Background: an optimization exercise with open tools, aiming at small area and few clock cycles. Do not read the settings as production practice.
Only simulation tests tie the RTL to the original design; equivalence was not proved.
Power figures rest on the tool's default switching activity, not on a simulated workload.

==> inputs of run a <==
==> flow/design.v <==
module data_memory_param #(
  parameter int DATA_WIDTH = 32,
  parameter int ADDR_WIDTH = 7
) (
  input  logic                    clock,
  input  logic                    reset,
  input  logic                    mem_read,
  input  logic                    mem_write,
  input  logic [ADDR_WIDTH-1:0]   address,
  input  logic [DATA_WIDTH-1:0]   write_data,
  input  logic [DATA_WIDTH/8-1:0] byte_en,
  output logic [DATA_WIDTH-1:0]   read_data,
  output logic                    read_valid,
  output logic                    ready,
  output logic                    access_err,
  output logic                    parity_err
);
  localparam int NB    = DATA_WIDTH / 8;
  localparam int LG    = 3;                    
  localparam int NL    = 1 << LG;              
  localparam int RW    = ADDR_WIDTH - LG;      
  localparam int NR    = 1 << RW;              
  localparam int NE    = 6;                    
  localparam int DEPTH = NR * NL;
  logic [DEPTH*DATA_WIDTH-1:0] st;
  logic [LG-1:0]         phase_q;      
  logic                  init_q;       
  logic [LG-1:0]         icnt_q;
  logic                  ready_q;
  logic                  rd_q;
  logic                  read_valid_q;
  logic                  access_err_q;
  logic [DATA_WIDTH-1:0] read_data_q;
  logic [NE-1:0]         ev_q;                   
  logic [ADDR_WIDTH-1:0] ea_q [NE];              
  logic [NB-1:0]         eb_q [NE];              
  logic [DATA_WIDTH-1:0] ed_q [NE];              
  logic [NE-1:0]         grant_q;                
  logic [NR-1:0]         bring_q;                
  logic [NB-1:0]         bbe_q;                  
  logic [DATA_WIDTH-1:0] bdata_q;                
  logic rd_acc, wr_acc, wr_eff;
  assign rd_acc = ready_q & mem_read & ~mem_write;
  assign wr_acc = ready_q & mem_write;
  assign wr_eff = wr_acc & (|byte_en);
  logic [NB-1:0]         ins_en [NR];
  logic [DATA_WIDTH-1:0] ins_data;
  always_comb begin
    for (int r = 0; r < NR; r++)
      for (int b = 0; b < NB; b++)
        ins_en[r][b] = (bring_q[r] & bbe_q[b]) | init_q;
    ins_data = bdata_q & {DATA_WIDTH{~init_q}};
  end
  always_ff @(posedge clock) begin
    for (int r = 0; r < NR; r++) begin
      for (int p = 1; p < NL; p++)
        st[(r*NL + p)*DATA_WIDTH +: DATA_WIDTH] <= st[(r*NL + p - 1)*DATA_WIDTH +: DATA_WIDTH];
      for (int b = 0; b < NB; b++)
        st[(r*NL)*DATA_WIDTH + 8*b +: 8] <= ins_en[r][b] ? ins_data[8*b +: 8]
                                                         : st[(r*NL + NL - 1)*DATA_WIDTH + 8*b +: 8];
    end
  end
  logic [NE-1:0] hit;      
  logic [NE-1:0] alloc;
  always_comb begin
    logic found;
    for (int e = 0; e < NE; e++)
      hit[e] = ev_q[e] & ~grant_q[e] & (ea_q[e] == address);
    alloc = '0;
    found = |hit;
    for (int e = 0; e < NE; e++) begin
      if (!found && (!ev_q[e] || grant_q[e])) begin
        alloc[e] = 1'b1;
        found    = 1'b1;
      end
    end
  end
  logic [NE-1:0]         ev_d;
  logic [DATA_WIDTH-1:0] ed_m [NE];    
  logic [NB-1:0]         eb_m [NE];
  always_comb begin
    for (int e = 0; e < NE; e++) begin
      ev_d[e] = (ev_q[e] & ~grant_q[e]) | (wr_eff & alloc[e]);
      eb_m[e] = eb_q[e] | ({NB{wr_eff & hit[e]}} & byte_en);
      for (int b = 0; b < NB; b++)
        ed_m[e][8*b +: 8] = (wr_eff & hit[e] & byte_en[b]) ? write_data[8*b +: 8] : ed_q[e][8*b +: 8];
    end
  end
  always_ff @(posedge clock) begin
    for (int e = 0; e < NE; e++) begin
      if (wr_eff && alloc[e]) begin
        ea_q[e] <= address;
        eb_q[e] <= byte_en;
      end else if (wr_eff && hit[e]) begin
        eb_q[e] <= eb_m[e];
      end
      for (int b = 0; b < NB; b++)
        if (wr_eff && (alloc[e] || hit[e]) && byte_en[b])
          ed_q[e][8*b +: 8] <= write_data[8*b +: 8];
    end
  end
  logic [LG-1:0] s_ins_next;
  assign s_ins_next = ~(phase_q + LG'(1));
  logic [NE-1:0] grant_d;
  always_comb begin
    logic found;
    found   = 1'b0;
    grant_d = '0;
    for (int e = 0; e < NE; e++) begin
      if (!found && ev_q[e] && !grant_q[e] && ea_q[e][LG-1:0] == s_ins_next) begin
        grant_d[e] = 1'b1;
        found      = 1'b1;
      end
    end
  end
  logic [RW-1:0]         bring_d;
  logic [NB-1:0]         bbe_d;
  logic [DATA_WIDTH-1:0] bdata_d;
  always_comb begin
    bring_d = '0;
    bbe_d   = '0;
    bdata_d = '0;
    for (int e = 0; e < NE; e++) begin
      bring_d = bring_d | ({RW{grant_d[e]}} & ea_q[e][ADDR_WIDTH-1:LG]);
      bbe_d   = bbe_d   | ({NB{grant_d[e]}} & eb_m[e]);
      bdata_d = bdata_d | ({DATA_WIDTH{grant_d[e]}} & ed_m[e]);
    end
  end
  always_ff @(posedge clock) begin
    for (int r = 0; r < NR; r++) bring_q[r] <= (|grant_d) && bring_d == RW'(r);
    bbe_q   <= bbe_d;
    bdata_q <= bdata_d;
  end
  logic [ADDR_WIDTH-1:0] raddr_q;
  logic [LG-1:0]         rpos_n;
  logic [DEPTH-1:0]      rsel;
  assign rpos_n = address[LG-1:0] + phase_q + LG'(1);
  always_ff @(posedge clock) begin
    raddr_q <= address;
    for (int i = 0; i < DEPTH; i++)
      rsel[i] <= ({address[ADDR_WIDTH-1:LG], rpos_n} == ADDR_WIDTH'(i));
  end
  localparam int NG = (DEPTH + 2) / 3;
  logic [3*NG-1:0]       rsel_x;
  logic [DATA_WIDTH-1:0] gword_n [NG];     
  logic [DATA_WIDTH-1:0] rword, rdata;
  always_comb begin
    rsel_x = '0;
    rsel_x[DEPTH-1:0] = rsel;
  end
  for (genvar g = 0; g < NG; g++) begin : g_rd
    for (genvar k = 0; k < DATA_WIDTH; k++) begin : g_bit
      dmem_aoi222 u_aoi (
        .a1(rsel_x[3*g]),
        .b1(st[(3*g)*DATA_WIDTH + k]),
        .a2(rsel_x[3*g + 1]),
        .b2((3*g + 1 < DEPTH) ? st[((3*g + 1) % DEPTH)*DATA_WIDTH + k] : 1'b0),
        .a3(rsel_x[3*g + 2]),
        .b3((3*g + 2 < DEPTH) ? st[((3*g + 2) % DEPTH)*DATA_WIDTH + k] : 1'b0),
        .y (gword_n[g][k])
      );
    end
  end
  always_comb begin
    rword = '0;
    for (int g = 0; g < NG; g++) rword = rword | ~gword_n[g];
  end
  always_comb begin
    logic [NE-1:0] m;
    logic [NB-1:0] fb;
    logic [DATA_WIDTH-1:0] fd;
    fb = '0;
    fd = '0;
    for (int e = 0; e < NE; e++) begin
      m[e] = ev_q[e] & (ea_q[e] == raddr_q);
      fb = fb | ({NB{m[e]}} & eb_q[e]);
      fd = fd | ({DATA_WIDTH{m[e]}} & ed_q[e]);
    end
    for (int b = 0; b < NB; b++)
      rdata[8*b +: 8] = fb[b] ? fd[8*b +: 8] : rword[8*b +: 8];
  end
  logic room_next;
  assign room_next = |(~ev_d | grant_d);
  always_ff @(posedge clock or posedge reset) begin
    if (reset) begin
      phase_q      <= '0;
      init_q       <= 1'b1;
      icnt_q       <= '0;
      ready_q      <= 1'b0;
      rd_q         <= 1'b0;
      read_valid_q <= 1'b0;
      access_err_q <= 1'b0;
      ev_q         <= '0;
      grant_q      <= '0;
    end else begin
      phase_q      <= phase_q + LG'(1);
      icnt_q       <= icnt_q + LG'(init_q);
      if (init_q && icnt_q == '1) init_q <= 1'b0;
      ready_q      <= (init_q ? (icnt_q == '1) : 1'b1) & room_next;
      rd_q         <= rd_acc;
      read_valid_q <= rd_q;
      access_err_q <= (mem_read | mem_write) & (~ready_q | (mem_read & mem_write));
      ev_q         <= ev_d;
      grant_q      <= grant_d;
    end
  end
  always_ff @(posedge clock) begin
    read_data_q <= rdata;
  end
  assign read_data  = read_data_q;
  assign read_valid = read_valid_q;
  assign ready      = ready_q;
  assign access_err = access_err_q;
  assign parity_err = 1'b0;
endmodule
module dmem_aoi222 (
  input  logic a1,
  input  logic b1,
  input  logic a2,
  input  logic b2,
  input  logic a3,
  input  logic b3,
  output logic y
);
  assign y = ~((a1 & b1) | (a2 & b2) | (a3 & b3));
endmodule
==> flow/run.sh <==
#!/bin/bash
# synth_recipe.tcl (not shown) runs the flow's synth.tcl, then flattens the netlist and writes it again
# the make line also repeats each setting of config.mk as NAME=value (left out here)
make -C /OpenROAD-flow-scripts/flow DESIGN_CONFIG=/design/flow/config.mk WORK_HOME=/design/flow/orfs CLKGATE_MAP_FILE= SYNTH_SCRIPT=/design/flow/synth_recipe.tcl finish
==> flow/config.mk <==
export PLATFORM = sky130hd
export DESIGN_NAME = data_memory_param
export DESIGN_NICKNAME = data_memory_param
export VERILOG_FILES = /design/flow/design.v
export SDC_FILE = /design/flow/constraint.sdc
export NUM_CORES = 4
export LEC_CHECK = 0
export CAP_MARGIN = 20
export CORE_MARGIN = 2
export CORE_UTILIZATION = 40
export CTS_BUF_LIST = sky130_fd_sc_hd__clkbuf_8
export CTS_CLUSTER_DIAMETER = 40
export CTS_CLUSTER_SIZE = 16
export SLEW_MARGIN = 20
export SYNTH_HIERARCHICAL = 1
export SYNTH_MINIMUM_KEEP_SIZE = 0
==> flow/constraint.sdc <==
create_clock -name core_clock -period 3.2 [get_ports {clock}]
set_input_delay 0.6400 -clock core_clock [delete_from_list [all_inputs] [get_ports {clock}]]
set_output_delay 0.6400 -clock core_clock [all_outputs]
set_load 0.01 [all_outputs]
==> run b (differences from run a) <==
--- a/flow/design.v
+++ b/flow/design.v
@@ -38,3 +38,5 @@
   logic [NE-1:0]         grant_q;                
-  logic [NR-1:0]         bring_q;                
+  logic [RW-1:0]         bring_q;                
+  logic                  bvalid_q;               
+  logic [LG-1:0]         snext_q;                
   logic [NB-1:0]         bbe_q;                  
@@ -50,3 +52,3 @@
       for (int b = 0; b < NB; b++)
-        ins_en[r][b] = (bring_q[r] & bbe_q[b]) | init_q;
+        ins_en[r][b] = (bvalid_q & (bring_q == RW'(r)) & bbe_q[b]) | init_q;
     ins_data = bdata_q & {DATA_WIDTH{~init_q}};
@@ -101,4 +103,2 @@
   end
-  logic [LG-1:0] s_ins_next;
-  assign s_ins_next = ~(phase_q + LG'(1));
   logic [NE-1:0] grant_d;
@@ -109,3 +109,3 @@
     for (int e = 0; e < NE; e++) begin
-      if (!found && ev_q[e] && !grant_q[e] && ea_q[e][LG-1:0] == s_ins_next) begin
+      if (!found && ev_q[e] && !grant_q[e] && ea_q[e][LG-1:0] == snext_q) begin
         grant_d[e] = 1'b1;
@@ -129,3 +129,3 @@
   always_ff @(posedge clock) begin
-    for (int r = 0; r < NR; r++) bring_q[r] <= (|grant_d) && bring_d == RW'(r);
+    bring_q <= bring_d;
     bbe_q   <= bbe_d;
@@ -133,3 +133,4 @@
   end
-  logic [ADDR_WIDTH-1:0] raddr_q;
+  logic [NE-1:0]         fm_q;      
+  logic [NB-1:0]         fb_q;      
   logic [LG-1:0]         rpos_n;
@@ -138,3 +139,7 @@
   always_ff @(posedge clock) begin
-    raddr_q <= address;
+    for (int e = 0; e < NE; e++)
+      fm_q[e] <= ev_q[e] & ~grant_q[e] & (ea_q[e] == address);
+    fb_q <= '0;
+    for (int e = 0; e < NE; e++)
+      if (ev_q[e] && !grant_q[e] && ea_q[e] == address) fb_q <= eb_q[e];
     for (int i = 0; i < DEPTH; i++)
@@ -142,40 +147,41 @@
   end
-  localparam int NG = (DEPTH + 2) / 3;
-  logic [3*NG-1:0]       rsel_x;
-  logic [DATA_WIDTH-1:0] gword_n [NG];     
+  localparam int NG = (DEPTH + 2) / 3;           
   logic [DATA_WIDTH-1:0] rword, rdata;
-  always_comb begin
-    rsel_x = '0;
-    rsel_x[DEPTH-1:0] = rsel;
-  end
-  for (genvar g = 0; g < NG; g++) begin : g_rd
-    for (genvar k = 0; k < DATA_WIDTH; k++) begin : g_bit
-      dmem_aoi222 u_aoi (
-        .a1(rsel_x[3*g]),
-        .b1(st[(3*g)*DATA_WIDTH + k]),
-        .a2(rsel_x[3*g + 1]),
-        .b2((3*g + 1 < DEPTH) ? st[((3*g + 1) % DEPTH)*DATA_WIDTH + k] : 1'b0),
-        .a3(rsel_x[3*g + 2]),
-        .b3((3*g + 2 < DEPTH) ? st[((3*g + 2) % DEPTH)*DATA_WIDTH + k] : 1'b0),
-        .y (gword_n[g][k])
-      );
-    end
-  end
-  always_comb begin
-    rword = '0;
-    for (int g = 0; g < NG; g++) rword = rword | ~gword_n[g];
-  end
-  always_comb begin
-    logic [NE-1:0] m;
-    logic [NB-1:0] fb;
+  for (genvar k = 0; k < DATA_WIDTH; k++) begin : g_bit
+    logic [NG-1:0] l1_n;
+    logic [10:0]   l2;
+    logic [3:0]    l3_n;
+    for (genvar g = 0; g < NG; g++) begin : g_l1
+      if (3*g + 2 < DEPTH) begin : g_3
+        dmem_aoi222 u (
+          .a1(rsel[3*g]),     .b1(st[(3*g)*DATA_WIDTH + k]),
+          .a2(rsel[3*g + 1]), .b2(st[(3*g + 1)*DATA_WIDTH + k]),
+          .a3(rsel[3*g + 2]), .b3(st[(3*g + 2)*DATA_WIDTH + k]),
+          .y (l1_n[g])
+        );
+      end else begin : g_2
+        dmem_aoi22 u (
+          .a1(rsel[3*g]),     .b1(st[(3*g)*DATA_WIDTH + k]),
+          .a2(rsel[3*g + 1]), .b2(st[(3*g + 1)*DATA_WIDTH + k]),
+          .y (l1_n[g])
+        );
+      end
+    end
+    for (genvar g = 0; g < 10; g++) begin : g_l2
+      dmem_nand4 u (.a(l1_n[4*g]), .b(l1_n[4*g + 1]), .c(l1_n[4*g + 2]), .d(l1_n[4*g + 3]), .y(l2[g]));
+    end
+    dmem_nand3 u_l2_last (.a(l1_n[40]), .b(l1_n[41]), .c(l1_n[42]), .y(l2[10]));
+    for (genvar g = 0; g < 3; g++) begin : g_l3
+      dmem_nor3 u (.a(l2[3*g]), .b(l2[3*g + 1]), .c(l2[3*g + 2]), .y(l3_n[g]));
+    end
+    dmem_nor2 u_l3_last (.a(l2[9]), .b(l2[10]), .y(l3_n[3]));
+    dmem_nand4 u_l4 (.a(l3_n[0]), .b(l3_n[1]), .c(l3_n[2]), .d(l3_n[3]), .y(rword[k]));
+  end
+  always_comb begin
     logic [DATA_WIDTH-1:0] fd;
-    fb = '0;
     fd = '0;
-    for (int e = 0; e < NE; e++) begin
-      m[e] = ev_q[e] & (ea_q[e] == raddr_q);
-      fb = fb | ({NB{m[e]}} & eb_q[e]);
-      fd = fd | ({DATA_WIDTH{m[e]}} & ed_q[e]);
-    end
+    for (int e = 0; e < NE; e++)
+      fd = fd | ({DATA_WIDTH{fm_q[e]}} & ed_q[e]);
     for (int b = 0; b < NB; b++)
-      rdata[8*b +: 8] = fb[b] ? fd[8*b +: 8] : rword[8*b +: 8];
+      rdata[8*b +: 8] = fb_q[b] ? fd[8*b +: 8] : rword[8*b +: 8];
   end
@@ -194,2 +200,4 @@
       grant_q      <= '0;
+      bvalid_q     <= 1'b0;
+      snext_q      <= ~LG'(1);
     end else begin
@@ -204,2 +212,4 @@
       grant_q      <= grant_d;
+      bvalid_q     <= |grant_d;
+      snext_q      <= ~(phase_q + LG'(2));
     end
@@ -216,8 +226,3 @@
 module dmem_aoi222 (
-  input  logic a1,
-  input  logic b1,
-  input  logic a2,
-  input  logic b2,
-  input  logic a3,
-  input  logic b3,
+  input  logic a1, b1, a2, b2, a3, b3,
   output logic y
@@ -226 +231,31 @@
 endmodule
+module dmem_aoi22 (
+  input  logic a1, b1, a2, b2,
+  output logic y
+);
+  assign y = ~((a1 & b1) | (a2 & b2));
+endmodule
+module dmem_nand4 (
+  input  logic a, b, c, d,
+  output logic y
+);
+  assign y = ~(a & b & c & d);
+endmodule
+module dmem_nand3 (
+  input  logic a, b, c,
+  output logic y
+);
+  assign y = ~(a & b & c);
+endmodule
+module dmem_nor3 (
+  input  logic a, b, c,
+  output logic y
+);
+  assign y = ~(a | b | c);
+endmodule
+module dmem_nor2 (
+  input  logic a, b,
+  output logic y
+);
+  assign y = ~(a | b);
+endmodule
==> flow/flow/run.sh (new file) <==
#!/bin/bash
# The standard layout (standard.sh), except that clock tree synthesis is
# told not to add dummy load cells. The other CTS arguments are the ones the
# standard flow derives from config.mk (cluster size 16, diameter 40 um,
# clkbuf_8 buffers). ORFS writes each step's log under orfs/logs; make's own
# output goes to standard.log.
set -e
export CTS_ARGS="-sink_clustering_enable -repair_clock_nets -sink_clustering_size 16 -sink_clustering_max_diameter 40 -buf_list sky130_fd_sc_hd__clkbuf_8 -dont_use_dummy_load"
bash standard.sh > standard.log 2>&1
==> flow/standard.sh (new file) <==
#!/bin/bash
# synth_recipe.tcl (not shown) runs the flow's synth.tcl, then flattens the netlist and writes it again
# the make line also repeats each setting of config.mk as NAME=value (left out here)
make -C /OpenROAD-flow-scripts/flow DESIGN_CONFIG=/design/flow/config.mk WORK_HOME=/design/flow/orfs CLKGATE_MAP_FILE= SYNTH_SCRIPT=/design/flow/synth_recipe.tcl "${@:-finish}"
--- a/flow/config.mk
+++ b/flow/config.mk
@@ -13,2 +13,3 @@
 export CTS_CLUSTER_SIZE = 16
+export SETUP_SLACK_MARGIN = 0.2
 export SLEW_MARGIN = 20
removed: flow/run.sh
==> run c (differences from run a) <==
--- a/flow/design.v
+++ b/flow/design.v
@@ -134,4 +134,5 @@
   logic [ADDR_WIDTH-1:0] raddr_q;
+  logic [NR-1:0]         rring_q;
+  logic [NL-1:0]         rpos_q;
   logic [LG-1:0]         rpos_n;
-  logic [DEPTH-1:0]      rsel;
   assign rpos_n = address[LG-1:0] + phase_q + LG'(1);
@@ -139,29 +140,11 @@
     raddr_q <= address;
-    for (int i = 0; i < DEPTH; i++)
-      rsel[i] <= ({address[ADDR_WIDTH-1:LG], rpos_n} == ADDR_WIDTH'(i));
+    for (int r = 0; r < NR; r++) rring_q[r] <= (address[ADDR_WIDTH-1:LG] == RW'(r));
+    for (int p = 0; p < NL; p++) rpos_q[p]  <= (rpos_n == LG'(p));
   end
-  localparam int NG = (DEPTH + 2) / 3;
-  logic [3*NG-1:0]       rsel_x;
-  logic [DATA_WIDTH-1:0] gword_n [NG];     
   logic [DATA_WIDTH-1:0] rword, rdata;
   always_comb begin
-    rsel_x = '0;
-    rsel_x[DEPTH-1:0] = rsel;
-  end
-  for (genvar g = 0; g < NG; g++) begin : g_rd
-    for (genvar k = 0; k < DATA_WIDTH; k++) begin : g_bit
-      dmem_aoi222 u_aoi (
-        .a1(rsel_x[3*g]),
-        .b1(st[(3*g)*DATA_WIDTH + k]),
-        .a2(rsel_x[3*g + 1]),
-        .b2((3*g + 1 < DEPTH) ? st[((3*g + 1) % DEPTH)*DATA_WIDTH + k] : 1'b0),
-        .a3(rsel_x[3*g + 2]),
-        .b3((3*g + 2 < DEPTH) ? st[((3*g + 2) % DEPTH)*DATA_WIDTH + k] : 1'b0),
-        .y (gword_n[g][k])
-      );
-    end
-  end
-  always_comb begin
     rword = '0;
-    for (int g = 0; g < NG; g++) rword = rword | ~gword_n[g];
+    for (int r = 0; r < NR; r++)
+      for (int p = 0; p < NL; p++)
+        rword = rword | ({DATA_WIDTH{rring_q[r] & rpos_q[p]}} & st[(r*NL + p)*DATA_WIDTH +: DATA_WIDTH]);
   end
@@ -215,12 +198 @@
 endmodule
-module dmem_aoi222 (
-  input  logic a1,
-  input  logic b1,
-  input  logic a2,
-  input  logic b2,
-  input  logic a3,
-  input  logic b3,
-  output logic y
-);
-  assign y = ~((a1 & b1) | (a2 & b2) | (a3 & b3));
-endmodule
--- a/flow/config.mk
+++ b/flow/config.mk
@@ -10,7 +10,2 @@
 export CORE_UTILIZATION = 40
-export CTS_BUF_LIST = sky130_fd_sc_hd__clkbuf_8
-export CTS_CLUSTER_DIAMETER = 40
-export CTS_CLUSTER_SIZE = 16
 export SLEW_MARGIN = 20
-export SYNTH_HIERARCHICAL = 1
-export SYNTH_MINIMUM_KEEP_SIZE = 0
==> qor summary <==
item                                                                  run a         run b                                                                  run c
Crit path largest cell delay                                         520 ps        530 ps                                                                1090 ps
Data arrival at the endpoint of the critical path                   4200 ps       3880 ps                                                                4360 ps
TritonRoute pass-1 iters                                                 13            14                                                                     13
# resized after CTS                                                       2             3                                                                      1
CTS clock-pin slew for the worst setup and hold paths                 80 ps         80 ps                                                                  70 ps
Switching power                                                     29.1 mW       24.6 mW                                                                30.1 mW
End of the worst hold path                                     access_err_q  access_err_q                                                               st[2921]
Sinks on the clock net                                                 4596          4591                                                                   4492
Area share of the largest cell type after synthesis                   0.678         0.675                                                                  0.643
Result of the run                                           failed layout checks  no timing/DRC/antenna violations                                                        failed layout checks
Reasons for failing layout checks                      negative setup slack             -  max-capacitance violations, max-slew violations, negative setup slack
Starting density of the core                                          0.401         0.402                                                                  0.401
Synthesis-to-finish area growth                                       17.3%         13.5%                                                                  22.8%
Hold path cells                                                           3             3                                                                      0
Reg-to-reg setup timing slack                                        -30 ps        140 ps                                                                -270 ps
Final core utilization                                                0.471         0.456                                                                  0.493
Worst-case headroom to the max-slew limit                             0.137         0.193                                                                -0.0470
GR met1 Demand/Resource                                               0.371         0.358                                                                  0.522
Power Total                                                          109 mW       97.9 mW                                                                 121 mW
Pin count of the biggest net entering global routing                    108            57                                                                     80
Testbench counts of run a, summed over its fixed seeds: cycles 16,082.
Testbench counts of run b, summed over its fixed seeds: cycles 16,082.
Testbench counts of run c, summed over its fixed seeds: cycles 16,082.

-- separate check: timing with driven ports --
No port has a modelled driver above. Below, the same layouts with a new extraction and two added sets of constraints. Step 1, drivers: a clkbuf_16 drives clock and a buf_2 each remaining input, both assumed. Step 2 moves the port delays by t, midway between the first and last clock arrival at a register: inputs arrive t later, outputs are due t later. That takes back most of the time a late clock gives input paths. Slacks: no drivers / after step 1 / after step 2; pairs: no drivers / after step 1.
run | t, ns | setup slack, ns | cell pins on the clock port's net
run a | 1.232 | -0.029 / -0.029 / -0.293 | 1
run b | 1.189 | 0.143 / 0.143 / -0.498 | 1
run c | 1.121 | -0.270 / -0.270 / -0.474 | 1
Met with ideal ports but missed after step 2: setup timing in run b. The setup slack of run b, which loses most, moves by 0.000 ns with the drivers and by -0.641 ns with both steps.
